Context: an optimization exercise on an open-source flow, tuned for small area. The choices shown serve that exercise and are no tape-out recipe. Function was checked by simulation only, so behaviour that the tests miss may differ from the original. Power figures rest on the tool's default switching activity, not on a simulated workload.

--- flow/design.v ---
`default_nettype none
package collect_pkg;
  typedef logic [7:0] sample_t;
  typedef enum logic [1:0] {
    SRC_NONE = 2'd0,   
    SRC_ADC  = 2'd1,
    SRC_UDP  = 2'd2,
    SRC_LINK = 2'd3
  } src_sel_e;
  typedef enum logic {
    PKT_IDLE = 1'b0,   
    PKT_SEND = 1'b1    
  } pkt_state_e;
  localparam int NUM_KEYS = 4;
  localparam int DEF_CNT_MAX = 999_999;
  localparam int DEF_FIFO_DEPTH = 64;
  localparam int DEF_PKT_LEN = 16;
  localparam int DEF_CREDITS = 8;
endpackage
`default_nettype wire
`default_nettype none
`timescale 1ns/100ps
module key_filter (
  input  logic sys_clk,
  input  logic sys_rst_n,
  input  logic key_in,     
  output logic key_flag    
);
  localparam logic [19:0] S_START = 20'hd7fd9;   
  localparam logic [19:0] S_END   = 20'h2aaaa;   
  logic [19:0] cnt;
  assign key_flag = (cnt == S_END);
  always_ff @(posedge sys_clk) begin
    if (key_in || !sys_rst_n) cnt <= S_START;
    else                      cnt <= {~cnt[18:0], ~(cnt[19] ^ cnt[16] ^ key_flag)};
  end
endmodule
`default_nettype wire
`default_nettype none
`timescale 1ns/100ps
module source_select (
  input  logic                          sys_clk,
  input  logic                          sys_rst_n,
  input  logic [collect_pkg::NUM_KEYS-1:0] key_flag,
  input  collect_pkg::sample_t          adc_data,
  input  logic                          adc_valid,
  input  collect_pkg::sample_t          udp_rx_data,
  input  logic                          udp_rx_valid,
  input  collect_pkg::sample_t          link_data,
  input  logic                          link_valid,
  output collect_pkg::sample_t          pick_data,    
  output logic                          pick_valid,
  output logic                          tx_en
);
  logic [3:0] mode;   
  always_ff @(posedge sys_clk) begin
    if (!sys_rst_n) mode <= '0;
    else            mode <= mode ^ key_flag;
  end
  assign tx_en = mode[0];
  assign pick_valid = mode[1] ? adc_valid : mode[2] ? udp_rx_valid : mode[3] & link_valid;
  assign pick_data  = mode[1] ? adc_data  : mode[2] ? udp_rx_data  : link_data;
endmodule
`default_nettype wire
`default_nettype none
`timescale 1ns/100ps
module sample_fifo (
  input  logic                 sys_clk,
  input  logic                 sys_rst_n,
  input  collect_pkg::sample_t pick_data,
  input  logic                 pick_valid,
  input  logic                 rd_en,       
  output collect_pkg::sample_t head_data,   
  output logic                 full,        
  output logic                 pkt_ready,   
  output logic                 overflow
);
  collect_pkg::sample_t mem [64];
  logic [6:0] top;     
  logic       pend;    
  logic       drop;    
  logic       full_next;
  logic       shift;
  assign full      = (top == 7'd63) && !pend;
  assign pkt_ready = !top[6] && ((top[5:4] != 2'd0) || (top[3:0] == 4'd15 && !pend));
  assign full_next = (top == 7'd63) && !rd_en;
  assign shift     = pick_valid && !full_next;
  always_ff @(posedge sys_clk) begin
    if (!sys_rst_n) begin
      top  <= '1;
      pend <= 1'b0;
      drop <= 1'b0;
    end else begin
      top  <= top + 7'(shift) - 7'(rd_en);
      pend <= shift;
      drop <= pick_valid && full_next;
    end
  end
  always_ff @(posedge sys_clk or negedge sys_rst_n) begin
    if (!sys_rst_n)  overflow <= 1'b0;
    else if (drop)   overflow <= 1'b1;   
  end
  always_ff @(posedge sys_clk) begin
    if (shift) begin
      mem[0] <= pick_data;
      for (int i = 1; i < 64; i++) mem[i] <= mem[i-1];
    end
  end
  assign head_data = mem[top[5:0]];
endmodule
`default_nettype wire
`default_nettype none
`timescale 1ns/100ps
module pkt_sender (
  input  logic                 sys_clk,
  input  logic                 sys_rst_n,
  input  logic                 tx_en,
  input  logic                 pkt_ready,   
  input  collect_pkg::sample_t head_data,
  output logic                 rd_en,
  input  logic                 tx_credit,   
  output collect_pkg::sample_t tx_data,
  output logic                 tx_valid,
  output logic                 tx_sop,
  output logic                 tx_eop
);
  logic       sending;
  logic [3:0] byte_cnt;   
  logic [3:0] used;       
  logic       send;
  assign send  = sending && !used[3];
  assign rd_en = send;
  always_ff @(posedge sys_clk) begin
    if (!sys_rst_n) begin
      sending  <= 1'b0;
      byte_cnt <= '0;
      used     <= '0;
    end else begin
      if (!sending) begin
        if (tx_en && pkt_ready) sending <= 1'b1;
      end else if (send && byte_cnt == 4'd15) begin
        sending <= 1'b0;
      end
      if (send) byte_cnt <= byte_cnt + 1'b1;
      used <= used + 4'(send) - 4'(tx_credit);
    end
  end
  always_ff @(posedge sys_clk or negedge sys_rst_n) begin
    if (!sys_rst_n) tx_valid <= 1'b0;
    else            tx_valid <= send;
  end
  always_ff @(posedge sys_clk) begin
    tx_data <= head_data;
  end
  assign tx_sop = tx_valid && byte_cnt == 4'd1;
  assign tx_eop = tx_valid && byte_cnt == 4'd0;
endmodule
`default_nettype wire
`default_nettype none
`timescale 1ns/100ps
module collect_top (
  input  logic                             sys_clk,
  input  logic                             sys_rst_n,
  input  logic [collect_pkg::NUM_KEYS-1:0] keys,          
  input  collect_pkg::sample_t             adc_data,
  input  logic                             adc_valid,
  input  collect_pkg::sample_t             udp_rx_data,
  input  logic                             udp_rx_valid,
  input  collect_pkg::sample_t             link_data,
  input  logic                             link_valid,
  input  logic                             tx_credit,
  output collect_pkg::sample_t             tx_data,
  output logic                             tx_valid,
  output logic                             tx_sop,
  output logic                             tx_eop,
  output logic                             overflow
);
  logic [collect_pkg::NUM_KEYS-1:0] key_flag;
  collect_pkg::sample_t             pick_data;
  logic                             pick_valid;
  logic                             tx_en;
  collect_pkg::sample_t             head_data;
  logic                             full;
  logic                             pkt_ready;
  logic                             rd_en;
  for (genvar i = 0; i < collect_pkg::NUM_KEYS; i++) begin : g_key
    key_filter key_filter_inst (
      .sys_clk  (sys_clk),
      .sys_rst_n(sys_rst_n),
      .key_in   (keys[i]),
      .key_flag (key_flag[i])
    );
  end
  source_select source_select_inst (
    .sys_clk     (sys_clk),
    .sys_rst_n   (sys_rst_n),
    .key_flag    (key_flag),
    .adc_data    (adc_data),
    .adc_valid   (adc_valid),
    .udp_rx_data (udp_rx_data),
    .udp_rx_valid(udp_rx_valid),
    .link_data   (link_data),
    .link_valid  (link_valid),
    .pick_data   (pick_data),
    .pick_valid  (pick_valid),
    .tx_en       (tx_en)
  );
  sample_fifo sample_fifo_inst (
    .sys_clk   (sys_clk),
    .sys_rst_n (sys_rst_n),
    .pick_data (pick_data),
    .pick_valid(pick_valid),
    .rd_en     (rd_en),
    .head_data (head_data),
    .full      (full),
    .pkt_ready (pkt_ready),
    .overflow  (overflow)
  );
  pkt_sender pkt_sender_inst (
    .sys_clk  (sys_clk),
    .sys_rst_n(sys_rst_n),
    .tx_en    (tx_en),
    .pkt_ready(pkt_ready),
    .head_data(head_data),
    .rd_en    (rd_en),
    .tx_credit(tx_credit),
    .tx_data  (tx_data),
    .tx_valid (tx_valid),
    .tx_sop   (tx_sop),
    .tx_eop   (tx_eop)
  );
endmodule
`default_nettype wire
--- flow/flow/run.sh ---
#!/bin/bash
# Layout flow: the standard flow (standard.sh), with one change: Yosys's
# abc step maps the logic with the area-oriented script in flow/abc_speed.script.
# Everything else, including the registers dfflibmap maps, is as standard.
set -euo pipefail
W=$(pwd)
rm -rf "$W/scripts_mod"
cp -r "$FLOW_HOME/scripts" "$W/scripts_mod"
cp "$W/flow/abc_speed.script" "$W/scripts_mod/abc_speed.script"
bash "$W/standard.sh" SCRIPTS_DIR="$W/scripts_mod" finish > "$W/standard_flow.log" 2>&1
--- flow/flow/abc_speed.script ---
&get -n
&st
&dch
&nf -a
&put
topo
stime -c
--- flow/standard.sh ---
#!/bin/bash
# synth_recipe.tcl (not shown) runs the flow's synth.tcl, then flattens the netlist and writes it again
# the make line also repeats each setting of config.mk as NAME=value (left out here)
make -C /OpenROAD-flow-scripts/flow DESIGN_CONFIG=/design/flow/config.mk WORK_HOME=/design/flow/orfs CLKGATE_MAP_FILE= SYNTH_SCRIPT=/design/flow/synth_recipe.tcl "${@:-finish}"
--- flow/config.mk ---
export PLATFORM = sky130hd
export DESIGN_NAME = collect_top
export DESIGN_NICKNAME = collect_top
export VERILOG_FILES = /design/flow/design.v
export SDC_FILE = /design/flow/constraint.sdc
export NUM_CORES = 4
export LEC_CHECK = 0
export CAP_MARGIN = 20
export CORE_MARGIN = 2
export CORE_UTILIZATION = 40
export CTS_BUF_LIST = sky130_fd_sc_hd__clkbuf_4
export SLEW_MARGIN = 20
--- flow/constraint.sdc ---
create_clock -name core_clock -period 4.0 [get_ports {sys_clk}]
set_input_delay 0.8000 -clock core_clock [delete_from_list [all_inputs] [get_ports {sys_clk}]]
set_output_delay 0.8000 -clock core_clock [all_outputs]
set_load 0.01 [all_outputs]
==> reports/summary.json, run 1 <==
{
  "fp.coreArea_mm2": 0.0550,
  "grt_first_pass_wirelength_um": 78700,
  "ff2ff_path_depth": 14,
  "p_leak_nw": 8.22,
  "setup.worst_path.start": "sample_fifo_inst.top[3]",
  "unrepaired_setup_endpoints_after_global_routing": "no",
  "vdd_ir_drop_max_mv": 0.258,
  "grtUsageTotal_pct": 18.2,
  "die_area_mm2": 0.0575,
  "placement.cell_area_mm2": 0.0240,
  "initial_antenna_violation_count": 1,
  "finalInstanceArea_mm2": 0.0260,
  "tightest_slew_ns": 1.05,
  "final_hold_slack_ns": 0.285,
  "rrSetupSlack_ns": 0.55,
  "gpl.final_weighted_congestion": 0.813,
  "clk_pin_slew_ns": 0.07,
  "worstSetupPathType": "flip-flop to flip-flop",
  "power.internal_mw": 10.0,
  "crit_path_cell_trace": "ha_1 -> buf_4 -> and4_1 -> nor3b_1 -> nor2_4 -> ha_1 -> clkinv_2 -> fa_2 -> nand2b_4 -> a21oi_2 -> o21ai_1 -> a21oi_1 -> or3_1 -> nand3_1",
  "clock_path_buffers": 3,
  "vias_per_cell": 5.61,
  "period_share_pct": 86.2,
  "comb_power_share_pct": 0.9,
  "dpl.cell_count": 2091,
  "timing.critical_path.max_delay_family": "simple AND/OR/NAND/NOR gates",
  "synth_edf_count": 512,
  "power_density_mw_per_mm2": 484,
  "dieWidth_um": 240,
  "synthDominantAreaCellType": "sky130_fd_sc_hd__edfxtp_1",
  "clkLatencyLatePin_ns": 0.87,
  "final_cell_mix": "512 x sky130_fd_sc_hd__edfxtp_1, 223 x sky130_fd_sc_hd__clkbuf_4, 110 x sky130_fd_sc_hd__a22o_1, 110 x sky130_fd_sc_hd__a221oi_1, 108 x sky130_fd_sc_hd__dfxtp_1",
  "first_iter_violations": 1382,
  "synth_seq_area_share_pct": 79.3,
  "r2r_start": "sample_fifo_inst.top[3]",
  "largest_net_degree_at_the_start_of_global_routing": 183,
  "path_max_fanout": 18,
  "layout_commonest_cell": "sky130_fd_sc_hd__edfxtp_1",
  "ys_ff_latch": 624,
  "setup_slack_ns": 0.551,
  "tritoncts_clock_tree": "done",
  "post-layout-total-power_mw": 12.6,
  "placement.setup.worst_slack_ns": 0.496,
  "ys_async_sr_fraction_pct": 0.321,
  "outcome": "timing/DRC/antenna clean",
  "place.detailed.hpwl_um": 33300,
  "design.portCount": 46,
  "fp.dieH_um": 240,
  "cts-hold-fix-buffers": 0,
  "dr_total_vias": 13208,
  "max_cap_viol_count": 0,
  "cts_root_buf": "sky130_fd_sc_hd__clkbuf_4",
  "synth_nets": 1321,
  "p_sw_share_pct": 20.3,
  "cts.repair.resized": 0,
  "netlist_top_cells_area": "sky130_fd_sc_hd__edfxtp_1 69%, sky130_fd_sc_hd__dfxtp_1 9.9%, sky130_fd_sc_hd__a221oi_1 4.3%",
  "power_frac_clock_pct": 43.5,
  "first_pass_iters": 5,
  "routed_wire_length_per_instance_um": 22.1,
  "cpPeakStageDelay_ns": 0.59,
  "ys.warnings.count": 5,
  "synth_flop_cell": "sky130_fd_sc_hd__edfxtp_1",
  "drt.antenna.violating_nets": 0,
  "worst_path_max_delay_cell": "sky130_fd_sc_hd__and4_1",
  "mappedNetlistArea_mm2": 0.0222,
  "fmax_mhz": 290,
  "postCtsSetupRepairBufs": 0,
  "finish.cell_count_without_fillers": 2355,
  "setup_tns_ns": 0,
  "final_util_pct": 47.3,
  "cp.buffers_inverters": 2,
  "number_of_global_route_vias_before_repair": 13177,
  "crit_arrival_ns": 4.23,
  "crit_path_frequent_cell": "sky130_fd_sc_hd__ha_1",
  "setup_viol": 0,
  "synthDistinctLibCells": 37,
  "globalRouteOverflowTotal": 0,
  "timing.critical_path.from_type": "flip-flop",
  "cell_count_after_synthesis": 1265,
  "finalHoldViolations": 0,
  "synthToLayoutAreaGrowth_pct": 16.9,
  "timing.critical_path.required_ns": 4.78,
  "rows": 86,
  "cts.sinks": 624,
  "cts_buffers": 156,
  "totalWireLength_um": 51900,
  "placement.io_buffers": 45,
  "worst-path-stages": 14,
  "power.share.sequential_pct": 55.5,
  "clock_skews_ns": 0.0376,
  "initial_core_util_pct": 40.4,
  "crit_end": "sample_fifo_inst.top[6]",
  "max_slew_margin_pct": 28.8,
  "share_of_the_synthesized_area_in_the_top_cell_type_pct": 69.1,
  "total_switching_power_mw": 2.56,
  "critical_path.reg2reg.endpoint": "sample_fifo_inst.top[6]",
  "net_count_of_the_finished_layout": 1557,
  "cp-end-kind": "flip-flop",
  "timing.hold.worst.class": "input port to async pin",
  "post_synth.cell_area_avg_um2": 17.6,
  "drt_drc_violations_left": 0,
  "drive_gt1_share_pct": 17.7,
  "slew_violations": 0,
  "cts-htree-levels": 4,
  "final_period_minus_worst_setup_slack_ns": 3.45
}
[cell usage after synthesis, drive strengths merged, types with 5 or more instances]
cell,instances
and4,22
nand2b,6
nand2,93
o21ai,19
mux2i,8
ha,20
nor4,16
xor2,8
nand4,42
and4b,27
a222oi,8
nand3,5
dfxtp,110
clkinv,22
or4,7
edfxtp,512
a22oi,20
a21oi,12
nor4bb,14
nor2,43
a22o,110
a221oi,110
[cells by family (layout without fill, tap and decap cells)]
logic type                 count (synthesis)  after routing  synth area share, %
other                                      0              1                    0
adders and majority gates                 22             22                 1.31
buffers and inverters                     22            363                0.371
xor gates and xnor gates                  10             10                0.394
AOI/OAI and AO/OA                        284            284                 10.6
DFF                                      624            624                 79.3
and+or+nand+nor                          295            295                 7.74
muxes                                      8              8                0.360
[final cells by class]
class | count | area (µm²)
tap | 748 | 936
fill | 4745 | 29000
timing repair buffer | 78 | 736
sequential | 624 | 17600
clock buffer | 223 | 1670
clock inverter | 40 | 340
inverter | 22 | 83.8
multi-input combinational | 619 | 4590
antenna | 1 | 2.50
[routing by layer]
layer	part of all wire (%)	GRT usage (%)	vias up
met1	45	25.9	6656
met2	45	27.2	583
met4	1.7	6.67	0
met3	8.1	4.56	62
met5	0	0	-
li1	-	-	5907
[worst reg2reg max path, cell delays in order, from the launching register on]
cell and delay, ns:
sky130_fd_sc_hd__dfxtp_1 0.39, sky130_fd_sc_hd__ha_1 0.16, sky130_fd_sc_hd__buf_4 0.21, sky130_fd_sc_hd__and4_1 0.59, sky130_fd_sc_hd__nor3b_1 0.57, sky130_fd_sc_hd__nor2_4 0.14
sky130_fd_sc_hd__ha_1 0.25, sky130_fd_sc_hd__clkinv_2 0.06, sky130_fd_sc_hd__fa_2 0.19, sky130_fd_sc_hd__nand2b_4 0.12, sky130_fd_sc_hd__a21oi_2 0.05, sky130_fd_sc_hd__o21ai_1 0.16
sky130_fd_sc_hd__a21oi_1 0.09, sky130_fd_sc_hd__or3_1 0.31, sky130_fd_sc_hd__nand3_1 0.08
[registers in the layout (all words and copies together) (netlist names), 4 cells and up]
| signal | flops |
|---|---|
| sample_fifo_inst.mem | 512 |
| pkt_sender_inst.used | 4 |
| source_select_inst.mode | 4 |
| sample_fifo_inst.top | 7 |
| pkt_sender_inst.tx_data | 8 |
| pkt_sender_inst.byte_cnt | 4 |
| g_key.key_filter_inst.cnt | 80 |
[worst min-delay path by stage]
stage	slack (ns)	to
2_1_floorplan	0.35	g_key[0].key_filter_inst.cnt[7]
3_3_place_gp	0.36	g_key[2].key_filter_inst.cnt[13]
3_5_place_dp	0.36	g_key[3].key_filter_inst.cnt[4]
4_1_cts	0.20	sample_fifo_inst.overflow
5_1_grt	0.24	sample_fifo_inst.overflow
6_report	0.28	sample_fifo_inst.overflow
[power by group through the flow]
| stage | combinational, mW | sequential, mW | clock [mW] |
|---|---|---|---|
| 6_report | 0.117 | 6.99 | 5.48 |
| 5_1_grt | 0.134 | 6.99 | 5.98 |
| 4_1_cts | 0.120 | 6.99 | 5.65 |
| 3_5_place_dp | 0.119 | 7.13 | 0 |
| 3_3_place_gp | 0.114 | 7.13 | 0 |
| 2_1_floorplan | 0.0639 | 7.13 | 0 |
==> inputs of run 2 (changes only) <==
==> flow/run.sh (new file) <==
#!/bin/bash
# synth_recipe.tcl (not shown) runs the flow's synth.tcl, then flattens the netlist and writes it again
# the make line also repeats each setting of config.mk as NAME=value (left out here)
make -C /OpenROAD-flow-scripts/flow DESIGN_CONFIG=/design/flow/config.mk WORK_HOME=/design/flow/orfs CLKGATE_MAP_FILE= SYNTH_SCRIPT=/design/flow/synth_recipe.tcl finish
removed: flow/flow/run.sh
removed: flow/flow/abc_speed.script
removed: flow/standard.sh
==> reports/summary.json, run 2 <==
{
  "grt_first_pass_wirelength_um": 101000,
  "vias_per_cell": 6.04,
  "initial_antenna_violation_count": 1,
  "synthDominantAreaCellType": "sky130_fd_sc_hd__edfxtp_1",
  "first_pass_iters": 12,
  "place.detailed.hpwl_um": 44100,
  "timing.critical_path.from_type": "flip-flop",
  "ys.warnings.count": 5,
  "cp.buffers_inverters": 2,
  "final_cell_mix": "512 x sky130_fd_sc_hd__edfxtp_1, 243 x sky130_fd_sc_hd__clkbuf_4, 108 x sky130_fd_sc_hd__dfxtp_1",
  "slew_violations": 0,
  "tritoncts_clock_tree": "done",
  "design.portCount": 46,
  "comb_power_share_pct": 1.0,
  "cts.sinks": 624,
  "power.internal_mw": 10.1,
  "post-layout-total-power_mw": 12.8,
  "layout_commonest_cell": "sky130_fd_sc_hd__edfxtp_1",
  "finish.cell_count_without_fillers": 2544,
  "largest_net_degree_at_the_start_of_global_routing": 190,
  "synthDistinctLibCells": 66,
  "cts-hold-fix-buffers": 0,
  "totalWireLength_um": 69800,
  "finalInstanceArea_mm2": 0.0270,
  "dpl.cell_count": 2260,
  "drt.antenna.violating_nets": 0,
  "mappedNetlistArea_mm2": 0.0232,
  "rrSetupSlack_ns": 0.81,
  "drive_gt1_share_pct": 20.6,
  "drt_drc_violations_left": 0,
  "cts_root_buf": "sky130_fd_sc_hd__clkbuf_4",
  "ys_ff_latch": 624,
  "p_leak_nw": 8.74,
  "netlist_top_cells_area": "sky130_fd_sc_hd__edfxtp_1 66%, sky130_fd_sc_hd__dfxtp_1 9.5%, sky130_fd_sc_hd__a22oi_1 2.4%",
  "period_share_pct": 81.3,
  "worstSetupPathType": "flip-flop to output port",
  "yosys.cell_count.top_type": "sky130_fd_sc_hd__edfxtp_1",
  "unrepaired_setup_endpoints_after_global_routing": "no",
  "power_frac_clock_pct": 44.6,
  "globalRouteOverflowTotal": 0,
  "outcome": "timing/DRC/antenna clean",
  "ys_async_sr_fraction_pct": 0.321,
  "synth_top_cells_by_count": "512 x sky130_fd_sc_hd__edfxtp_1, 110 x sky130_fd_sc_hd__dfxtp_1, 101 x sky130_fd_sc_hd__nand2_1, 75 x sky130_fd_sc_hd__a22oi_1, 55 x sky130_fd_sc_hd__nor2_1",
  "cpPeakStageDelay_ns": 0.59,
  "total_switching_power_mw": 2.71,
  "number_of_global_route_vias_before_repair": 15245,
  "net_count_of_the_finished_layout": 1710,
  "vdd_ir_drop_max_mv": 0.271,
  "routed_wire_length_per_instance_um": 27.4,
  "p_sw_share_pct": 21.1,
  "ff2ff_path_depth": 13,
  "crit_path_cell_trace": "inv_1 -> ha_1 -> nor4bb_1 -> clkdlybuf4s50_1",
  "die_area_mm2": 0.0600,
  "final_hold_slack_ns": 0.163,
  "finalHoldViolations": 0,
  "grtUsageTotal_pct": 23.3,
  "postCtsSetupRepairBufs": 0,
  "post_synth.cell_area_avg_um2": 15.8,
  "final_period_minus_worst_setup_slack_ns": 3.25,
  "largest_registers": "sample_fifo_inst.mem: 512 flops, g_key.key_filter_inst.cnt: 80 flops, pkt_sender_inst.tx_data: 8 flops",
  "clock_skews_ns": 0.0677,
  "cts_buffers": 157,
  "setup.worst_path.start": "pkt_sender_inst.byte_cnt[0]",
  "largest_register_ffs": 512,
  "cell_count_after_synthesis": 1471,
  "placement.io_buffers": 45,
  "fp.coreArea_mm2": 0.0576,
  "max_cap_viol_count": 0,
  "placement.cell_area_mm2": 0.0249,
  "r2r_start": "sample_fifo_inst.top[3]",
  "cts.repair.resized": 0,
  "synth_edf_count": 512,
  "cp-end-kind": "output port",
  "crit_arrival_ns": 2.45,
  "fmax_mhz": 308,
  "clock_path_buffers": 3,
  "synth_nets": 1527,
  "worst_path_max_delay_cell": "sky130_fd_sc_hd__clkdlybuf4s50_1",
  "clk_pin_slew_ns": 0.06,
  "registers.top_by_ff_count": "sample_fifo_inst.mem",
  "synth_flop_cell": "sky130_fd_sc_hd__edfxtp_1",
  "cts-htree-levels": 4,
  "gpl.final_weighted_congestion": 0.902,
  "rows": 88,
  "tightest_slew_ns": 1.24,
  "dr_total_vias": 15354,
  "initial_core_util_pct": 40.3,
  "setup_viol": 0,
  "path_max_fanout": 4,
  "critical_path.reg2reg.endpoint": "sample_fifo_inst.top[6]",
  "timing.critical_path.max_delay_family": "buffers and inverters",
  "power_density_mw_per_mm2": 475,
  "share_of_the_synthesized_area_in_the_top_cell_type_pct": 66.2,
  "timing.critical_path.required_ns": 3.20,
  "synthToLayoutAreaGrowth_pct": 16.3,
  "clkLatencyLatePin_ns": 1.05,
  "dieWidth_um": 245,
  "power.share.sequential_pct": 54.5,
  "synth_seq_area_share_pct": 75.9,
  "max_slew_margin_pct": 17.1,
  "fp.dieH_um": 245,
  "first_iter_violations": 2350,
  "timing.hold.worst.class": "input port to async pin"
}
==> run 2: cell count changes after synthesis, moves of 23 or more <==
| cell | delta |
|---|---|
| sky130_fd_sc_hd__a22o_1 | -73 |
| sky130_fd_sc_hd__a22oi_1 | +55 |
| sky130_fd_sc_hd__a32oi_1 | +49 |
| sky130_fd_sc_hd__a221oi_1 | -84 |
| sky130_fd_sc_hd__and2_1 | +23 |
| sky130_fd_sc_hd__clkbuf_1 | +52 |
| sky130_fd_sc_hd__nand3_1 | +27 |
==> run 2: kinds of logic after synthesis <==
kind of cell	Yosys count	synth area share, %
simple gates	348	7.86
compound gates	309	10.3
buf+inv	107	2.02
fa+ha+maj	22	1.25
flops	624	75.9
xor+xnor	18	0.679
mux	43	2.00
==> run 2: power groups by stage <==
stage               Sequential (mW)  Combinational (mW)  Clock [mW]
global placement               7.13               0.119           0
detailed placement             7.13               0.125           0
CTS                            6.99               0.125        5.83
global route                   6.99               0.141        6.17
floorplan                      7.12              0.0742           0
finish                         6.99               0.123        5.72
==> run 2: final cells by class <==
class                           instances  area [µm²]
Antenna cell                            4        10.0
Clock buffer                          243        1820
Clock inverter                         37         290
Fill cell                            5078       30600
Inverter                               20        75.1
Multi-Input combinational cell        740        5200
Sequential cell                       624       17600
Tap cell                              765         957
Timing Repair Buffer                  111        1030
==> run 2: worst max-delay path by stage <==
stage / endpoint / slack [ns] / depth (start not counted)
floorplan: sample_fifo_inst.top[6] / -6.66 / 13
global placement: sample_fifo_inst.top[6] / 0.74 / 14
detailed placement: sample_fifo_inst.top[6] / 0.72 / 14
CTS: tx_sop / 0.62 / 4
global route: tx_sop / 0.57 / 4
finish: tx_eop / 0.75 / 4
==> run 2: metrics by stage <==
step	setup WS (ns)	setup TNS, ns	util (%)
after floorplan	-6.66	-2665.85	-
after global placement	0.743	0	43.2
after detailed placement	0.717	0	43.2
after CTS	0.621	0	46.9
after global routing	0.575	0	46.9
final	0.748	0	46.9
==> run 2: per-layer routing <==
| metal | GRT usage, % | wire length (µm) | vias up |
|---|---|---|---|
| met5 | 0.817 | 92 | - |
| met4 | 12.8 | 3090 | 4 |
| met3 | 8.59 | 9430 | 219 |
| met2 | 33.6 | 30400 | 1166 |
| met1 | 30.5 | 26800 | 7605 |
| li1 | - | - | 6360 |
==> inputs of run 3 (changes only) <==
==> flow/flow/run.sh (new file) <==
#!/bin/bash
# Layout flow: the standard flow (standard.sh) with these changes:
#  - Yosys's abc step maps the logic with the area-oriented script in
#    flow/abc_speed.script (the registers are mapped before abc, as standard);
#  - clock tree synthesis uses the buffers and clustering given below and
#    inserts no dummy loads;
#  - every input and output port still gets its own buffer, a buf_1.
# Each tool's full output is in the ORFS logs under orfs/logs; make's own
# output is in standard_flow.log.
set -euo pipefail
W=$(pwd)
rm -rf "$W/scripts_mod"
cp -r "$FLOW_HOME/scripts" "$W/scripts_mod"
cp "$W/flow/abc_speed.script" "$W/scripts_mod/abc_speed.script"
bash "$W/standard.sh" SCRIPTS_DIR="$W/scripts_mod" \
  "CTS_ARGS=-sink_clustering_enable -repair_clock_nets -dont_use_dummy_load -buf_list sky130_fd_sc_hd__clkbuf_4" \
  "BUFFER_PORTS_ARGS=-buffer_cell sky130_fd_sc_hd__buf_1" \
  finish > "$W/standard_flow.log" 2>&1
==> flow/flow/abc_speed.script (new file) <==
&get -n
&st
&dch
&nf -a
&put
topo
stime -c
==> flow/standard.sh (new file) <==
#!/bin/bash
# synth_recipe.tcl (not shown) runs the flow's synth.tcl, then flattens the netlist and writes it again
# the make line also repeats each setting of config.mk as NAME=value (left out here)
make -C /OpenROAD-flow-scripts/flow DESIGN_CONFIG=/design/flow/config.mk WORK_HOME=/design/flow/orfs CLKGATE_MAP_FILE= SYNTH_SCRIPT=/design/flow/synth_recipe.tcl "${@:-finish}"
--- a/flow/config.mk
+++ b/flow/config.mk
@@ -8,5 +8,4 @@
 export CAP_MARGIN = 20
 export CORE_MARGIN = 2
 export CORE_UTILIZATION = 40
-export CTS_BUF_LIST = sky130_fd_sc_hd__clkbuf_4
 export SLEW_MARGIN = 20
removed: flow/run.sh
==> reports/summary.json, run 3 <==
{
  "grtUsageTotal_pct": 18.4,
  "largest_net_degree_at_the_start_of_global_routing": 151,
  "power.share.sequential_pct": 63.2,
  "mappedNetlistArea_mm2": 0.0222,
  "p_sw_share_pct": 20.7,
  "synth_adder_area_share_pct": 1.31,
  "synthDominantAreaCellType": "sky130_fd_sc_hd__edfxtp_1",
  "clock_path_buffers": 3,
  "synthDistinctLibCells": 37,
  "design.portCount": 46,
  "tightest_slew_ns": 1.09,
  "synth_edf_count": 512,
  "layout_commonest_cell": "sky130_fd_sc_hd__edfxtp_1",
  "power_density_mw_per_mm2": 444,
  "cts-htree-levels": 4,
  "setup_viol": 0,
  "dpl.cell_count": 2091,
  "drt.antenna.violating_nets": 0,
  "number_of_global_route_vias_before_repair": 12862,
  "setup_tns_ns": 0,
  "finalHoldViolations": 0,
  "outcome": "timing/DRC/antenna clean",
  "crit_arrival_ns": 4.17,
  "p_leak_nw": 7.66,
  "fp.coreArea_mm2": 0.0550,
  "dieWidth_um": 240,
  "final_cell_mix": "512 x sky130_fd_sc_hd__edfxtp_1, 155 x sky130_fd_sc_hd__clkbuf_4, 110 x sky130_fd_sc_hd__a22o_1, 110 x sky130_fd_sc_hd__a221oi_1, 108 x sky130_fd_sc_hd__dfxtp_1",
  "synth_top_family_by_area": "compound AO/OA/AOI/OAI gates",
  "synth_flop_cell": "sky130_fd_sc_hd__edfxtp_1",
  "synth_compound_area_share_pct": 10.6,
  "vias_per_cell": 5.77,
  "tritoncts_clock_tree": "done",
  "first_iter_violations": 1359,
  "registers.top_by_ff_count": "sample_fifo_inst.mem",
  "clkLatencyLatePin_ns": 0.95,
  "ys_ff_latch": 624,
  "clock_skews_ns": 0.0612,
  "totalWireLength_um": 51900,
  "max_slew_margin_pct": 26.1,
  "power_frac_clock_pct": 35.9,
  "fmax_mhz": 297,
  "synth_nets": 1321,
  "timing.critical_path.required_ns": 4.80,
  "synthToLayoutAreaGrowth_pct": 12.0,
  "post_synth_mux_area_share_pct": 0.360,
  "synth_top_cells_by_count": "512 x sky130_fd_sc_hd__edfxtp_1, 110 x sky130_fd_sc_hd__a221oi_1, 110 x sky130_fd_sc_hd__a22o_1, 110 x sky130_fd_sc_hd__dfxtp_1, 93 x sky130_fd_sc_hd__nand2_1",
  "share_of_the_synthesized_area_in_the_top_cell_type_pct": 69.1,
  "fillers": 4823,
  "initial_core_util_pct": 40.4,
  "drive_gt1_share_pct": 13.4,
  "post-layout-total-power_mw": 11.1,
  "cts.repair.resized": 0,
  "largest_register_ffs": 512,
  "comb_power_share_pct": 0.9,
  "cts_buffers": 155,
  "finalInstanceArea_mm2": 0.0249,
  "grt_first_pass_wirelength_um": 77900,
  "netlist_top_cells_area": "sky130_fd_sc_hd__edfxtp_1 69%, sky130_fd_sc_hd__dfxtp_1 9.9%, sky130_fd_sc_hd__a221oi_1 4.3%",
  "clk_pin_slew_ns": 0.06,
  "yosys.cell_count.top_type": "sky130_fd_sc_hd__edfxtp_1",
  "largest_registers": "sample_fifo_inst.mem: 512 flops, g_key.key_filter_inst.cnt: 80 flops, pkt_sender_inst.tx_data: 8 flops",
  "slew_violations": 0,
  "dr_total_vias": 12977,
  "timing.hold.worst.class": "input port to flip-flop",
  "placement.cell_area_mm2": 0.0237,
  "cell_count_after_synthesis": 1265,
  "final_period_minus_worst_setup_slack_ns": 3.36,
  "ys_async_sr_fraction_pct": 0.321,
  "timing.critical_path.from_type": "flip-flop",
  "worstSetupPathType": "flip-flop to flip-flop",
  "total_switching_power_mw": 2.29,
  "globalRouteOverflowTotal": 0,
  "rows": 86,
  "basic_gate_share_of_the_synthesized_area_counting_and_or_nand_and_nor_cells_pct": 7.74,
  "unrepaired_setup_endpoints_after_global_routing": "no",
  "finish.cell_count_without_fillers": 2248,
  "vdd_ir_drop_max_mv": 0.293,
  "net_count_of_the_finished_layout": 1557,
  "placement.io_buffers": 45,
  "fp.dieH_um": 240,
  "synth_seq_area_share_pct": 79.3,
  "path_max_fanout": 13,
  "power.internal_mw": 8.77,
  "die_area_mm2": 0.0575,
  "place.detailed.hpwl_um": 33900,
  "cts_root_buf": "sky130_fd_sc_hd__clkbuf_4",
  "post_synth.cell_area_avg_um2": 17.6,
  "routed_wire_length_per_instance_um": 23.1,
  "synthXorXnorAreaFrac_pct": 0.394,
  "cts.sinks": 624,
  "ys.warnings.count": 5,
  "gpl.final_weighted_congestion": 0.827,
  "max_cap_viol_count": 0,
  "drt_drc_violations_left": 0,
  "final_util_pct": 45.3,
  "period_share_pct": 84.1,
  "first_pass_iters": 6,
  "cp-end-kind": "flip-flop",
  "initial_antenna_violation_count": 2
}
## run 3: cell types whose count changed after synthesis, moves of 22 or more
cell | previous run | this run
sky130_fd_sc_hd__clkinv_1 | 0 | 22
sky130_fd_sc_hd__a32oi_1 | 49 | 0
sky130_fd_sc_hd__and4b_1 | 5 | 27
sky130_fd_sc_hd__and2_1 | 23 | 0
sky130_fd_sc_hd__clkbuf_1 | 52 | 0
sky130_fd_sc_hd__nand3_1 | 32 | 5
sky130_fd_sc_hd__a221oi_1 | 26 | 110
sky130_fd_sc_hd__a22oi_1 | 75 | 20
sky130_fd_sc_hd__a22o_1 | 37 | 110
## run 3: path summary, 6_finish.rpt
check / start / end / slack, ns / cells after the start
worst max-delay path: sample_fifo_inst.top[3] / pkt_sender_inst.tx_data[6] / 0.64 / 9
worst min-delay path: adc_data[1] / sample_fifo_inst.mem[0][1] / 0.14 / 3
worst max register to register: sample_fifo_inst.top[3] / pkt_sender_inst.tx_data[6] / 0.64 / 9
worst min register to register: g_key[1].key_filter_inst.cnt[11] / g_key[1].key_filter_inst.cnt[12] / 0.33 / 1
max in group asynchronous: sys_rst_n / sample_fifo_inst.overflow / 3.41 / 3
min in group asynchronous: sys_rst_n / pkt_sender_inst.tx_valid / 0.38 / 3
## run 3: critical path, stage by stage (launching register included)
cell,delay (ns)
sky130_fd_sc_hd__dfxtp_1,0.39
sky130_fd_sc_hd__clkinv_1,0.11
sky130_fd_sc_hd__ha_1,0.39
sky130_fd_sc_hd__and4b_1,0.44
sky130_fd_sc_hd__a22o_1,0.28
sky130_fd_sc_hd__a221oi_1,0.70
sky130_fd_sc_hd__nand4_1,0.23
sky130_fd_sc_hd__nor4_1,0.41
sky130_fd_sc_hd__buf_4,0.21
sky130_fd_sc_hd__nand2_1,0.06
## run 3: layout make-up
cell class	count	area, µm²	area share [%]
inverters	22	83.8	0.336
diodes	1	2.50	0.0100
repair buffers	79	502	2.01
well taps	748	936	3.76
flip-flops and latches	624	17600	70.8
multi-input cells	619	4600	18.5
clock buffers	155	1160	4.67
## run 3: kinds of logic (layout without fill, tap and decap cells)
logic type               Yosys count  after routing
buffers and inverters             22            256
AND/OR/NAND/NOR                  295            295
flip-flops                       624            624
XOR/XNOR                          10             10
multiplexers                       8              8
adder cells (fa/ha/maj)           22             22
AO/OA/AOI/OAI                    284            284
other                              0              1
## run 3: power groups by stage
| stage | registers [mW] | logic [mW] | clock network (mW) |
|---|---|---|---|
| floorplan | 7.13 | 0.0639 | 0 |
| global placement | 7.13 | 0.0919 | 0 |
| detailed placement | 7.13 | 0.0986 | 0 |
| CTS | 6.99 | 0.0998 | 4.12 |
| global route | 6.99 | 0.114 | 4.45 |
| finish | 7.00 | 0.0977 | 3.97 |
## run 3: routing by layer
layer  GRT usage, %  share of wire, %  vias up
met5              0                 0        -
met4           6.84               2.5        0
met3           6.90               8.0       77
met2           26.8                45      526
met1           25.2                45     6573
li1               -                 -     5801
## run 3: timing repair
item | CTS | global route
hold buffers | 1 | 0
buffers inserted | 0 | 0
hold endpoints to repair | 2 | 0
## run 3: per-stage QoR
step	hold WS, ns	setup slack (ns)
floorplan	0.352	-6.74
global placement	0.358	0.798
detailed placement	0.366	0.770
CTS	0.0300	0.706
global route	0.0425	0.503
finish	0.144	0.637
==> inputs of run 4 (changes only) <==
--- a/flow/flow/run.sh
+++ b/flow/flow/run.sh
@@ -13,6 +13,6 @@
 cp -r "$FLOW_HOME/scripts" "$W/scripts_mod"
 cp "$W/flow/abc_speed.script" "$W/scripts_mod/abc_speed.script"
 bash "$W/standard.sh" SCRIPTS_DIR="$W/scripts_mod" \
-  "CTS_ARGS=-sink_clustering_enable -repair_clock_nets -dont_use_dummy_load -buf_list sky130_fd_sc_hd__clkbuf_4" \
+  "CTS_ARGS=-sink_clustering_enable -repair_clock_nets -dont_use_dummy_load -buf_list sky130_fd_sc_hd__clkbuf_8 -sink_clustering_size 18 -sink_clustering_max_diameter 60" \
   "BUFFER_PORTS_ARGS=-buffer_cell sky130_fd_sc_hd__buf_1" \
   finish > "$W/standard_flow.log" 2>&1
==> reports/summary.json, run 4 <==
{
  "cell_count_after_synthesis": 1265,
  "setup_slack_ns": 0.671,
  "path_max_fanout": 17,
  "rows": 86,
  "crit_arrival_ns": 3.86,
  "clock_skews_ns": 0.0629,
  "cpPeakStageDelay_ns": 0.73,
  "power_density_mw_per_mm2": 409,
  "clock_path_buffers": 3,
  "power_frac_clock_pct": 28.8,
  "cts.sinks": 624,
  "vdd_ir_drop_max_mv": 0.301,
  "globalRouteOverflowTotal": 0,
  "grtUsageTotal_pct": 17.6,
  "placement.setup.worst_slack_ns": 0.770,
  "p_sw_share_pct": 19.8,
  "cp-end-kind": "flip-flop",
  "timing.critical_path.max_delay_family": "simple AND/OR/NAND/NOR gates",
  "timing.critical_path.from_type": "flip-flop",
  "timing.critical_path.required_ns": 4.53,
  "r2r_start": "sample_fifo_inst.top[5]",
  "number_of_global_route_vias_before_repair": 11938,
  "timing.hold.worst.class": "input port to async pin",
  "synth_seq_area_share_pct": 79.3,
  "cp.buffers_inverters": 2,
  "first_iter_violations": 1562,
  "fmax_mhz": 300,
  "largest_net_degree_at_the_start_of_global_routing": 151,
  "globalRouteMet2Util_pct": 26.6,
  "drt.antenna.violating_nets": 0,
  "use_met1_pct": 25.5,
  "largest_registers": "sample_fifo_inst.mem: 512 flops, g_key.key_filter_inst.cnt: 80 flops, pkt_sender_inst.tx_data: 8 flops",
  "drt_drc_violations_left": 0,
  "synth_nets": 1321,
  "tritoncts_clock_tree": "done",
  "post_synth.cell_area_avg_um2": 17.6,
  "synthDominantAreaCellType": "sky130_fd_sc_hd__edfxtp_1",
  "outcome": "timing/DRC/antenna clean",
  "synthToLayoutAreaGrowth_pct": 9.41,
  "rrSetupSlack_ns": 0.67,
  "final_period_minus_worst_setup_slack_ns": 3.33,
  "grt_first_pass_wirelength_um": 75400,
  "ff2ff_path_depth": 9,
  "net_count_of_the_finished_layout": 1444,
  "max_cap_viol_count": 0,
  "final_util_pct": 44.3,
  "p_leak_nw": 7.25,
  "ys.warnings.count": 5,
  "initial_core_util_pct": 40.4,
  "power.internal_mw": 7.97,
  "netlist_top_cells_area": "sky130_fd_sc_hd__edfxtp_1 69%, sky130_fd_sc_hd__dfxtp_1 9.9%, sky130_fd_sc_hd__a221oi_1 4.3%",
  "dieWidth_um": 240,
  "die_area_mm2": 0.0575,
  "design.portCount": 46,
  "synth_edf_count": 512,
  "first_pass_iters": 5,
  "max_slew_margin_pct": 24.7,
  "mappedNetlistArea_mm2": 0.0222,
  "total_switching_power_mw": 1.97,
  "largest_register_ffs": 512,
  "totalWireLength_um": 50700,
  "place.detailed.hpwl_um": 33900,
  "worst-path-stages": 9,
  "tightest_slew_ns": 1.11,
  "synthDistinctLibCells": 37,
  "period_share_pct": 83.2,
  "synth_top_cells_by_count": "512 x sky130_fd_sc_hd__edfxtp_1, 110 x sky130_fd_sc_hd__a221oi_1, 110 x sky130_fd_sc_hd__a22o_1, 110 x sky130_fd_sc_hd__dfxtp_1, 93 x sky130_fd_sc_hd__nand2_1",
  "ys_async_sr_fraction_pct": 0.321,
  "drive_gt1_share_pct": 6.42,
  "cts.repair.resized": 0,
  "layout_commonest_cell": "sky130_fd_sc_hd__edfxtp_1",
  "yosys.cell_count.top_type": "sky130_fd_sc_hd__edfxtp_1",
  "setup.worst_path.start": "sample_fifo_inst.top[5]",
  "crit_path_cell_trace": "clkinv_1 -> ha_1 -> and4b_1 -> a22o_1 -> a221oi_1 -> nand4_1 -> nor4_1 -> buf_4 -> nand2_1",
  "comb_power_share_pct": 1.0,
  "worst_path_max_delay_cell": "sky130_fd_sc_hd__a221oi_1",
  "critical_path.reg2reg.endpoint": "pkt_sender_inst.tx_data[6]",
  "final_hold_slack_ns": 0.108,
  "clk_pin_slew_ns": 0.11,
  "placement.io_buffers": 45,
  "setup_viol": 0,
  "slew_violations": 0,
  "fp.dieH_um": 240,
  "initial_antenna_violation_count": 2,
  "gpl.final_weighted_congestion": 0.827,
  "synth_flop_cell": "sky130_fd_sc_hd__edfxtp_1",
  "routed_wire_length_per_instance_um": 23.7,
  "finalHoldViolations": 0,
  "cts-hold-fix-buffers": 0,
  "clkLatencyLatePin_ns": 0.65,
  "globalRoute.busiestLayer": "met2",
  "worstSetupPathType": "flip-flop to flip-flop",
  "cts_buffers": 43,
  "fp.coreArea_mm2": 0.0550,
  "crit_end": "pkt_sender_inst.tx_data[6]",
  "cts-htree-levels": 2,
  "vias_per_cell": 5.82,
  "ys_ff_latch": 624,
  "cts_root_buf": "sky130_fd_sc_hd__clkbuf_8",
  "unrepaired_setup_endpoints_after_global_routing": "no",
  "registers.top_by_ff_count": "sample_fifo_inst.mem",
  "final_cell_mix": "512 x sky130_fd_sc_hd__edfxtp_1, 110 x sky130_fd_sc_hd__a22o_1, 110 x sky130_fd_sc_hd__a221oi_1",
  "share_of_the_synthesized_area_in_the_top_cell_type_pct": 69.1,
  "power.share.sequential_pct": 70.2,
  "dr_total_vias": 12432,
  "groute.layer.met3.usage_pct": 3.71,
  "postCtsSetupRepairBufs": 0
}
==> run 4: area by class of cell <==
type,instances,area (µm²)
sequential,624,17600
fill,4831,30700
inverter,22,83.8
clock buffer,43,592
timing repair buffer,78,492
tap,748,936
multi-input combinational,619,4600
antenna,1,2.50
==> run 4: logic make-up after synthesis <==
family / count (synthesis) / share of synthesized area [%]
adders and majority gates: 22 / 1.31
DFF: 624 / 79.3
muxes: 8 / 0.360
AOI/OAI and AO/OA: 284 / 10.6
and+or+nand+nor: 295 / 7.74
xor gates and xnor gates: 10 / 0.394
buffers and inverters: 22 / 0.371
==> run 4: worst min-delay path by stage <==
| stage | start | end | depth (start not counted) | slack [ns] |
|---|---|---|---|---|
| 2_1_floorplan | g_key[0].key_filter_inst.cnt[6] | g_key[0].key_filter_inst.cnt[7] | 1 | 0.35 |
| 3_3_place_gp | g_key[1].key_filter_inst.cnt[10] | g_key[1].key_filter_inst.cnt[11] | 1 | 0.36 |
| 3_5_place_dp | g_key[3].key_filter_inst.cnt[8] | g_key[3].key_filter_inst.cnt[9] | 1 | 0.37 |
| 4_1_cts | sys_rst_n | pkt_sender_inst.tx_valid | 2 | 0.06 |
| 5_1_grt | sys_rst_n | pkt_sender_inst.tx_valid | 2 | 0.09 |
| 6_report | sys_rst_n | pkt_sender_inst.tx_valid | 2 | 0.11 |
==> run 4: through the flow <==
stage	TNS, ns	power (mW)	instance area (µm²)	cells
2_1_floorplan	-2719.88	7.19	22300	1265
3_3_place_gp	0	7.22	23700	2091
3_5_place_dp	0	7.23	23700	2091
4_1_cts	0	10.0	24300	2134
5_1_grt	0	10.3	24300	2135
6_report	0	9.95	24300	2135
==> run 4: power groups by stage <==
stage               Sequential (mW)  Combinational, mW  Clock [mW]
finish                         6.98             0.0970        2.86
detailed placement             7.13             0.0986           0
global route                   6.99              0.113        3.17
CTS                            6.99             0.0989        2.95
global placement               7.13             0.0919           0
floorplan                      7.13             0.0639           0
==> run 4: layer usage <==
layer / wire, µm / up-vias
met5: 0 / -
met4: 1270 / 0
met3: 3730 / 71
met2: 22800 / 478
met1: 22800 / 6368
li1: - / 5515
==> inputs of run 5 (changes only) <==
--- a/flow/flow/run.sh
+++ b/flow/flow/run.sh
@@ -13,6 +13,6 @@
 cp -r "$FLOW_HOME/scripts" "$W/scripts_mod"
 cp "$W/flow/abc_speed.script" "$W/scripts_mod/abc_speed.script"
 bash "$W/standard.sh" SCRIPTS_DIR="$W/scripts_mod" \
-  "CTS_ARGS=-sink_clustering_enable -repair_clock_nets -dont_use_dummy_load -buf_list sky130_fd_sc_hd__clkbuf_8 -sink_clustering_size 18 -sink_clustering_max_diameter 60" \
+  "CTS_ARGS=-sink_clustering_enable -repair_clock_nets -dont_use_dummy_load -buf_list sky130_fd_sc_hd__clkbuf_16 -sink_clustering_size 30 -sink_clustering_max_diameter 80" \
   "BUFFER_PORTS_ARGS=-buffer_cell sky130_fd_sc_hd__buf_1" \
   finish > "$W/standard_flow.log" 2>&1
==> reports/summary.json, run 5 <==
{
  "outcome": "timing/DRC/antenna clean",
  "tightest_slew_ns": 1.11,
  "cts_buffers": 28,
  "share_of_the_synthesized_area_in_the_top_cell_type_pct": 69.1,
  "cts_root_buf": "sky130_fd_sc_hd__clkbuf_16",
  "synthDistinctLibCells": 37,
  "final-seq-area_mm2": 0.0176,
  "setup_viol": 0,
  "final_util_pct": 44.4,
  "cell_count_after_synthesis": 1265,
  "p_leak_nw": 7.29,
  "totalWireLength_um": 50100,
  "worstSetupPathType": "flip-flop to flip-flop",
  "unrepaired_setup_endpoints_after_global_routing": "no",
  "grtUsageTotal_pct": 17.2,
  "num_antenna_cells": 0,
  "drive_gt1_share_pct": 5.40,
  "design.portCount": 46,
  "synthDominantAreaCellType": "sky130_fd_sc_hd__edfxtp_1",
  "timing.hold.worst.class": "input port to async pin",
  "cts.sinks": 624,
  "basic_gate_share_of_the_synthesized_area_counting_and_or_nand_and_nor_cells_pct": 7.74,
  "first_pass_iters": 5,
  "fmax_mhz": 303,
  "die_area_mm2": 0.0575,
  "synth_seq_area_share_pct": 79.3,
  "vias_per_cell": 5.82,
  "tritoncts_clock_tree": "done",
  "clk_pin_slew_ns": 0.11,
  "clkLatencyLatePin_ns": 0.61,
  "initial_core_util_pct": 40.4,
  "initial_antenna_violation_count": 2,
  "ys.warnings.count": 5,
  "synth_nets": 1321,
  "clock_skews_ns": 0.0607,
  "largest_net_degree_at_the_start_of_global_routing": 151,
  "registers.top_by_ff_count": "sample_fifo_inst.mem",
  "placement.setup.worst_slack_ns": 0.770,
  "final_period_minus_worst_setup_slack_ns": 3.30,
  "gpl.final_weighted_congestion": 0.827,
  "post_synth.cell_area_avg_um2": 17.6,
  "synth_flop_cell": "sky130_fd_sc_hd__edfxtp_1",
  "final_cell_mix": "512 x sky130_fd_sc_hd__edfxtp_1, 110 x sky130_fd_sc_hd__a22o_1, 110 x sky130_fd_sc_hd__a221oi_1",
  "rows": 86,
  "netlist_top_cells_area": "sky130_fd_sc_hd__edfxtp_1 69%, sky130_fd_sc_hd__dfxtp_1 9.9%, sky130_fd_sc_hd__a221oi_1 4.3%",
  "vdd_ir_drop_max_mv": 0.308,
  "max_slew_margin_pct": 24.8,
  "net_count_of_the_finished_layout": 1429,
  "number_of_global_route_vias_before_repair": 11873,
  "placement.cell_area_mm2": 0.0237,
  "setup_slack_ns": 0.703,
  "clock_path_buffers": 3,
  "post-layout-total-power_mw": 10.2,
  "period_share_pct": 82.4,
  "grt_first_pass_wirelength_um": 74800,
  "path_max_fanout": 13,
  "cts-hold-fix-buffers": 0,
  "first_iter_violations": 1444,
  "drt_drc_violations_left": 0,
  "synthXorXnorAreaFrac_pct": 0.394,
  "timing.critical_path.from_type": "flip-flop",
  "power_density_mw_per_mm2": 417,
  "fillers": 4797,
  "max_cap_viol_count": 0,
  "synthToLayoutAreaGrowth_pct": 9.88,
  "cp-end-kind": "flip-flop",
  "finalHoldViolations": 0,
  "finish.cell_count_without_fillers": 2119,
  "fp.coreArea_mm2": 0.0550,
  "place.detailed.hpwl_um": 33900,
  "synth_compound_area_share_pct": 10.6,
  "placement.io_buffers": 45,
  "ys_ff_latch": 624,
  "layout_commonest_cell": "sky130_fd_sc_hd__edfxtp_1",
  "postCtsSetupRepairBufs": 0,
  "fp.dieH_um": 240,
  "setup_tns_ns": 0,
  "cts-htree-levels": 1,
  "largest_registers": "sample_fifo_inst.mem: 512 flops, g_key.key_filter_inst.cnt: 80 flops, pkt_sender_inst.tx_data: 8 flops",
  "routed_wire_length_per_instance_um": 23.6,
  "dpl.cell_count": 2091,
  "cts.repair.resized": 0,
  "synth_edf_count": 512,
  "dieWidth_um": 240,
  "post_synth_mux_area_share_pct": 0.360,
  "yosys.cell_count.top_type": "sky130_fd_sc_hd__edfxtp_1",
  "dr_total_vias": 12339,
  "multi_input_comb_area_mm2": 0.00460,
  "globalRouteOverflowTotal": 0,
  "timing.critical_path.required_ns": 4.51,
  "final_hold_slack_ns": 0.137,
  "drt.antenna.violating_nets": 0,
  "largest_register_ffs": 512,
  "synth_top_cells_by_count": "512 x sky130_fd_sc_hd__edfxtp_1, 110 x sky130_fd_sc_hd__a221oi_1, 110 x sky130_fd_sc_hd__a22o_1, 110 x sky130_fd_sc_hd__dfxtp_1, 93 x sky130_fd_sc_hd__nand2_1",
  "ys_async_sr_fraction_pct": 0.321,
  "synth_adder_area_share_pct": 1.31,
  "crit_arrival_ns": 3.81,
  "mappedNetlistArea_mm2": 0.0222,
  "synth_top_family_by_area": "compound AO/OA/AOI/OAI gates",
  "slew_violations": 0,
  "finalInstanceArea_mm2": 0.0244
}
run 5: power by group:
group	internal [mW]	switching (mW)	leakage, nW	total (mW)
Sequential	6.96	0.0241	5.15	6.98
Clock	1.25	1.86	0.345	3.11
Combinational	0.0417	0.0553	1.79	0.0970
Total	8.25	1.94	7.29	10.2
run 5: final cells by class:
class	instances	share of cell area (%)
clock buffer	28	2.87
inverter	22	0.343
multi-input combinational	619	18.8
sequential	624	72.1
tap	748	3.83
timing repair buffer	78	2.01
run 5: worst paths after layout:
check / start / end / slack (ns) / depth (start not counted)
min in group core_clock: g_key[1].key_filter_inst.cnt[9] / g_key[1].key_filter_inst.cnt[10] / 0.38 / 1
hold / removal: sys_rst_n / pkt_sender_inst.tx_valid / 0.14 / 2
max in group asynchronous: sys_rst_n / sample_fifo_inst.overflow / 3.64 / 2
setup / recovery: sample_fifo_inst.top[3] / pkt_sender_inst.tx_data[6] / 0.70 / 9
hold reg to reg: g_key[1].key_filter_inst.cnt[9] / g_key[1].key_filter_inst.cnt[10] / 0.38 / 1
setup reg to reg: sample_fifo_inst.top[3] / pkt_sender_inst.tx_data[6] / 0.70 / 9
run 5: critical path: stages (launching register included):
cell	delay, ns
sky130_fd_sc_hd__dfxtp_1	0.41
sky130_fd_sc_hd__clkinv_1	0.11
sky130_fd_sc_hd__ha_1	0.37
sky130_fd_sc_hd__and4b_1	0.43
sky130_fd_sc_hd__a22o_1	0.28
sky130_fd_sc_hd__a221oi_1	0.74
sky130_fd_sc_hd__nand4_1	0.22
sky130_fd_sc_hd__nor4_1	0.39
sky130_fd_sc_hd__buf_4	0.20
sky130_fd_sc_hd__nand2_1	0.06
run 5: cell families after synthesis:
logic type	after synthesis
flip-flops	624
AND/OR/NAND/NOR	295
multiplexers	8
buffers and inverters	22
XOR/XNOR	10
adder cells (fa/ha/maj)	22
AO/OA/AOI/OAI	284
run 5: per-layer routing:
| layer | track usage, % | vias up | part of all wire (%) |
|---|---|---|---|
| met5 | 0 | - | 0.018 |
| met4 | 4.58 | 2 | 2.3 |
| met3 | 2.97 | 62 | 7.3 |
| met2 | 26.4 | 466 | 45 |
| met1 | 25.4 | 6304 | 45 |
| li1 | - | 5505 | - |
==> inputs of run 6 (changes only) <==
--- a/flow/design.v
+++ b/flow/design.v
@@ -106,7 +106,47 @@
       for (int i = 1; i < 64; i++) mem[i] <= mem[i-1];
     end
   end
-  assign head_data = mem[top[5:0]];
+  logic [7:0]  lo_n, hi_n;   
+  logic [63:0] sel;
+  always_comb begin
+    for (int j = 0; j < 8; j++) begin
+      lo_n[j] = (top[2:0] != 3'(j));
+      hi_n[j] = (top[5:3] != 3'(j));
+    end
+  end
+  for (genvar i = 0; i < 64; i++) begin : g_sel
+    gate_nor2 u_sel (.a(hi_n[i/8]), .b(lo_n[i%8]), .y(sel[i]));
+  end
+  for (genvar b = 0; b < 8; b++) begin : g_rd
+    logic [21:0] p_n;   
+    logic [5:0]  q;
+    for (genvar k = 0; k < 21; k++) begin : g_p
+      gate_aoi222 u_p (
+        .a1(mem[3*k][b]),   .a2(sel[3*k]),
+        .b1(mem[3*k+1][b]), .b2(sel[3*k+1]),
+        .c1(mem[3*k+2][b]), .c2(sel[3*k+2]),
+        .y (p_n[k]));
+    end
+    gate_nand2 u_p21 (.a(mem[63][b]), .b(sel[63]), .y(p_n[21]));
+    for (genvar k = 0; k < 5; k++) begin : g_q
+      gate_nand4 u_q (.a(p_n[4*k]), .b(p_n[4*k+1]), .c(p_n[4*k+2]), .d(p_n[4*k+3]), .y(q[k]));
+    end
+    gate_nand2 u_q5 (.a(p_n[20]), .b(p_n[21]), .y(q[5]));
+    assign head_data[b] = |q;
+  end
+endmodule
+`default_nettype wire
+module gate_nor2 (input logic a, b, output logic y);
+  assign y = !(a || b);
+endmodule
+module gate_nand2 (input logic a, b, output logic y);
+  assign y = !(a && b);
+endmodule
+module gate_nand4 (input logic a, b, c, d, output logic y);
+  assign y = !(a && b && c && d);
+endmodule
+module gate_aoi222 (input logic a1, a2, b1, b2, c1, c2, output logic y);
+  assign y = !((a1 && a2) || (b1 && b2) || (c1 && c2));
 endmodule
 `default_nettype wire
 `default_nettype none
==> flow/flow/run.sh (replaced) <==
#!/bin/bash
# Layout flow: the standard flow (standard.sh) with these changes:
#  - Yosys's abc step maps the logic with the area-oriented script in
#    flow/abc_speed.script (the registers are mapped before abc, as standard);
#  - clock tree synthesis uses the buffers and clustering given below and
#    inserts no dummy loads;
#  - every input and output port still gets its own buffer, a buf_1;
#  - the single-gate modules of the fifo's read port (gate_*) are kept apart
#    while Yosys maps the logic, so each becomes one cell; the netlist is
#    flattened after synthesis as standard.
# Each tool's full output is in the ORFS logs under orfs/logs; make's own
# output is in standard_flow.log.
set -euo pipefail
W=$(pwd)
rm -rf "$W/scripts_mod"
cp -r "$FLOW_HOME/scripts" "$W/scripts_mod"
cp "$W/flow/abc_speed.script" "$W/scripts_mod/abc_speed.script"
bash "$W/standard.sh" SCRIPTS_DIR="$W/scripts_mod" \
  "CTS_ARGS=-sink_clustering_enable -repair_clock_nets -dont_use_dummy_load -buf_list sky130_fd_sc_hd__clkbuf_8 -sink_clustering_size 18 -sink_clustering_max_diameter 60" \
  "SYNTH_KEEP_MODULES=gate_nor2 gate_nand2 gate_nand4 gate_aoi222" \
  "BUFFER_PORTS_ARGS=-buffer_cell sky130_fd_sc_hd__buf_1" \
  finish > "$W/standard_flow.log" 2>&1
--- a/flow/config.mk
+++ b/flow/config.mk
@@ -5,7 +5,7 @@
 export SDC_FILE = /design/flow/constraint.sdc
 export NUM_CORES = 4
 export LEC_CHECK = 0
-export CAP_MARGIN = 20
+export CAP_MARGIN = 0
 export CORE_MARGIN = 2
 export CORE_UTILIZATION = 40
-export SLEW_MARGIN = 20
+export SLEW_MARGIN = 0
==> reports/summary.json, run 6 <==
{
  "ys_async_sr_fraction_pct": 0.321,
  "cts.repair.resized": 0,
  "max_cap_viol_count": 0,
  "grtUsageTotal_pct": 15.5,
  "timing.critical_path.required_ns": 4.51,
  "largest_net_degree_at_the_start_of_global_routing": 202,
  "total_switching_power_mw": 1.92,
  "drive_gt1_share_pct": 4.41,
  "cts_buffers": 44,
  "fp.dieH_um": 236,
  "p_sw_share_pct": 19.4,
  "power_frac_clock_pct": 28.6,
  "layout_commonest_cell": "sky130_fd_sc_hd__edfxtp_1",
  "largest_register_ffs": 512,
  "drt_drc_violations_left": 0,
  "final_period_minus_worst_setup_slack_ns": 3.04,
  "slew_violations": 0,
  "grt_first_pass_wirelength_um": 67100,
  "post-layout-total-power_mw": 9.91,
  "synth_top_cells_by_count": "512 x sky130_fd_sc_hd__edfxtp_1, 168 x sky130_fd_sc_hd__a222oi_1, 110 x sky130_fd_sc_hd__dfxtp_1, 110 x sky130_fd_sc_hd__nand2_1, 106 x sky130_fd_sc_hd__nor2_1",
  "fillers": 4742,
  "cts.sinks": 624,
  "first_iter_violations": 2362,
  "synth_seq_area_share_pct": 81.7,
  "clock_path_buffers": 3,
  "dr_total_vias": 11963,
  "power.share.sequential_pct": 70.5,
  "path_max_fanout": 9,
  "mappedNetlistArea_mm2": 0.0216,
  "cts-hold-fix-buffers": 0,
  "cts-htree-levels": 2,
  "design.portCount": 46,
  "yosys.cell_count.top_type": "sky130_fd_sc_hd__edfxtp_1",
  "num_antenna_cells": 0,
  "timing.critical_path.from_type": "flip-flop",
  "power.internal_mw": 7.99,
  "final_cell_mix": "512 x sky130_fd_sc_hd__edfxtp_1, 168 x sky130_fd_sc_hd__a222oi_1, 110 x sky130_fd_sc_hd__dfxtp_1",
  "p_leak_nw": 6.82,
  "die_area_mm2": 0.0558,
  "place.detailed.hpwl_um": 29400,
  "cts_root_buf": "sky130_fd_sc_hd__clkbuf_8",
  "registers.top_by_ff_count": "sample_fifo_inst.mem",
  "tightest_slew_ns": 1.16,
  "initial_antenna_violation_count": 0,
  "period_share_pct": 75.9,
  "net_count_of_the_finished_layout": 1374,
  "post_synth.cell_area_avg_um2": 17.7,
  "worstSetupPathType": "flip-flop to flip-flop",
  "rows": 85,
  "fp.coreArea_mm2": 0.0536,
  "synthDominantAreaCellType": "sky130_fd_sc_hd__edfxtp_1",
  "timing.hold.worst.class": "input port to async pin",
  "netlist_top_cells_area": "sky130_fd_sc_hd__edfxtp_1 71%, sky130_fd_sc_hd__dfxtp_1 10%, sky130_fd_sc_hd__a222oi_1 7.8%",
  "share_of_the_synthesized_area_in_the_top_cell_type_pct": 71.2,
  "gpl.final_weighted_congestion": 0.866,
  "clkLatencyLatePin_ns": 0.63,
  "tritoncts_clock_tree": "done",
  "vias_per_cell": 5.95,
  "setup_viol": 0,
  "synth_nets": 1276,
  "outcome": "timing/DRC/antenna clean",
  "number_of_global_route_vias_before_repair": 11360,
  "synthToLayoutAreaGrowth_pct": 8.12,
  "fmax_mhz": 329,
  "postCtsSetupRepairBufs": 0,
  "dieWidth_um": 236,
  "synth_edf_count": 512,
  "totalWireLength_um": 44500,
  "comb_power_share_pct": 1.0,
  "clock_skews_ns": 0.0793,
  "drt.antenna.violating_nets": 0,
  "synth_flop_cell": "sky130_fd_sc_hd__edfxtp_1",
  "setup_tns_ns": 0,
  "ys.warnings.count": 6,
  "crit_arrival_ns": 3.55,
  "placement.io_buffers": 45,
  "initial_core_util_pct": 40.3,
  "synthDistinctLibCells": 36,
  "routed_wire_length_per_instance_um": 22.1,
  "clk_pin_slew_ns": 0.11,
  "cp-end-kind": "flip-flop",
  "largest_registers": "sample_fifo_inst.mem: 512 flops, g_key.key_filter_inst.cnt: 80 flops, pkt_sender_inst.tx_data: 8 flops",
  "finalHoldViolations": 0,
  "unrepaired_setup_endpoints_after_global_routing": "no",
  "power_density_mw_per_mm2": 425,
  "vdd_ir_drop_max_mv": 0.219,
  "globalRouteOverflowTotal": 0,
  "ys_ff_latch": 624,
  "first_pass_iters": 11,
  "max_slew_margin_pct": 22.5,
  "cell_count_after_synthesis": 1220
}
-- run 6: cell types whose count changed in the layout (fill, tap and decap cells not counted), moves of 28 or more --
cell                        previous run  this run
sky130_fd_sc_hd__a221oi_1            110         0
sky130_fd_sc_hd__clkbuf_8              0        44
sky130_fd_sc_hd__nor2_1               42       106
sky130_fd_sc_hd__a222oi_1              8       168
sky130_fd_sc_hd__a22o_1              110         0
sky130_fd_sc_hd__clkbuf_16            28         0
-- run 6: modules after synthesis (local to each module, per instance) --
module | cell area, µm² | cells inside | times used
collect_top | 19400 | 932 | 1
gate_aoi222 | 10.0 | 1 | 168
gate_nand2 | 3.75 | 1 | 16
gate_nand4 | 6.26 | 1 | 40
gate_nor2 | 3.75 | 1 | 64
-- run 6: final cells by class --
type	instances	area (µm²)	share of cell area, %
flip-flops and latches	624	17600	75.5
multi-input cells	571	3890	16.7
clock buffers	44	606	2.59
repair buffers	52	246	1.06
inverters	25	100	0.429
well taps	696	871	3.73
-- run 6: logic make-up after synthesis --
family / Yosys count / synth area share [%]
multiplexers: 8 / 0.371
XOR/XNOR: 11 / 0.446
AND/OR/NAND/NOR: 317 / 6.72
flip-flops: 624 / 81.7
AO/OA/AOI/OAI: 213 / 9.03
buffers and inverters: 25 / 0.435
adder cells (fa/ha/maj): 22 / 1.34
-- run 6: routing by layer --
layer	global-route usage, %	vias to the layer above	routed length [µm]
met4	4.87	0	955
met5	0	-	0
li1	-	5273	-
met2	22.8	535	19600
met1	22.1	6090	19600
met3	4.39	65	4410
-- run 6: power by group through the flow --
stage	clock, mW	combinational, mW	sequential (mW)
final	2.83	0.0974	6.98
after global routing	3.17	0.117	6.99
after CTS	2.96	0.0994	6.98
after detailed placement	0	0.0990	7.13
after global placement	0	0.0928	7.13
after floorplan	0	0.0644	7.13
-- run 6: stage by stage --
step,hold WS (ns),area [µm²],setup slack [ns],utilization [%],instances
6_report,0.117,23300,0.964,43.5,2012
5_1_grt,0.0829,23300,0.784,43.5,2012
4_1_cts,0.0580,23300,0.902,43.5,2012
3_5_place_dp,0.363,22700,0.933,42.4,1968
3_3_place_gp,0.358,22700,1.03,42.4,1968
2_1_floorplan,0.352,21600,-7.53,-,1220
-- run 6: worst paths after layout --
kind                                                  from                              end  slack, ns  cells after the start
setup / recovery                   sample_fifo_inst.top[1]       pkt_sender_inst.tx_data[0]       0.96                      7
hold / removal                                   sys_rst_n        sample_fifo_inst.overflow       0.12                      2
setup reg to reg                   sample_fifo_inst.top[1]       pkt_sender_inst.tx_data[0]       0.96                      7
hold reg to reg            g_key[1].key_filter_inst.cnt[3]  g_key[1].key_filter_inst.cnt[4]       0.37                      1
max in group asynchronous                        sys_rst_n         pkt_sender_inst.tx_valid       3.62                      2
min in group core_clock    g_key[1].key_filter_inst.cnt[3]  g_key[1].key_filter_inst.cnt[4]       0.37                      1
-- run 6: critical path: stages, from the launching register on --
cell	delay (ns)
sky130_fd_sc_hd__dfxtp_1	0.52
sky130_fd_sc_hd__clkinv_1	0.19
sky130_fd_sc_hd__nand3_1	0.47
sky130_fd_sc_hd__nor2_1	0.32
sky130_fd_sc_hd__a222oi_1	0.46
sky130_fd_sc_hd__nand4_1	0.36
sky130_fd_sc_hd__nor4_1	0.51
sky130_fd_sc_hd__nand2_1	0.09

==> separate check: timing with driven ports <==
How much do the figures lean on ideal ports? The routed layouts below were timed once more, with nothing changed but the port constraints.
Step 1: set_driving_cell puts a clkbuf_16 on sys_clk and a buf_2 on each other input, an assumption about the parent block.
Step 2 also shifts input and output timing later by t, the mid clock arrival at the registers, as if the neighbouring blocks saw the same clock.
a / b / c = no drivers / after step 1 / after step 2; a / b = the first two.
| run | shift t [ns] | setup slack, ns | hold WS [ns] | worst register clock-pin slew, ns | pins driven straight from the clock port |
|---|---|---|---|---|---|
| run 1 | 0.911 | 0.551 / 0.551 / 0.493 | 0.285 / 0.253 / 0.371 | 0.07 / 0.07 | 1 |
| run 2 | 1.066 | 0.748 / 0.697 / 0.676 | 0.163 / 0.135 / 0.352 | 0.08 / 0.08 | 1 |
| run 3 | 0.980 | 0.637 / 0.637 / 0.637 | 0.144 / 0.117 / 0.333 | 0.07 / 0.07 | 1 |
| run 4 | 0.673 | 0.671 / 0.671 / 0.671 | 0.108 / 0.073 / 0.366 | 0.12 / 0.12 | 1 |
| run 5 | 0.639 | 0.703 / 0.703 / 0.703 | 0.137 / 0.101 / 0.381 | 0.12 / 0.12 | 1 |
| run 6 | 0.649 | 0.964 / 0.964 / 0.954 | 0.117 / 0.088 / 0.371 | 0.11 / 0.11 | 1 |
After both steps setup and hold are still met in every run listed. For run 2, which loses most, drivers alone change the setup slack by -0.051 ns; drivers and shift together by -0.072 ns.
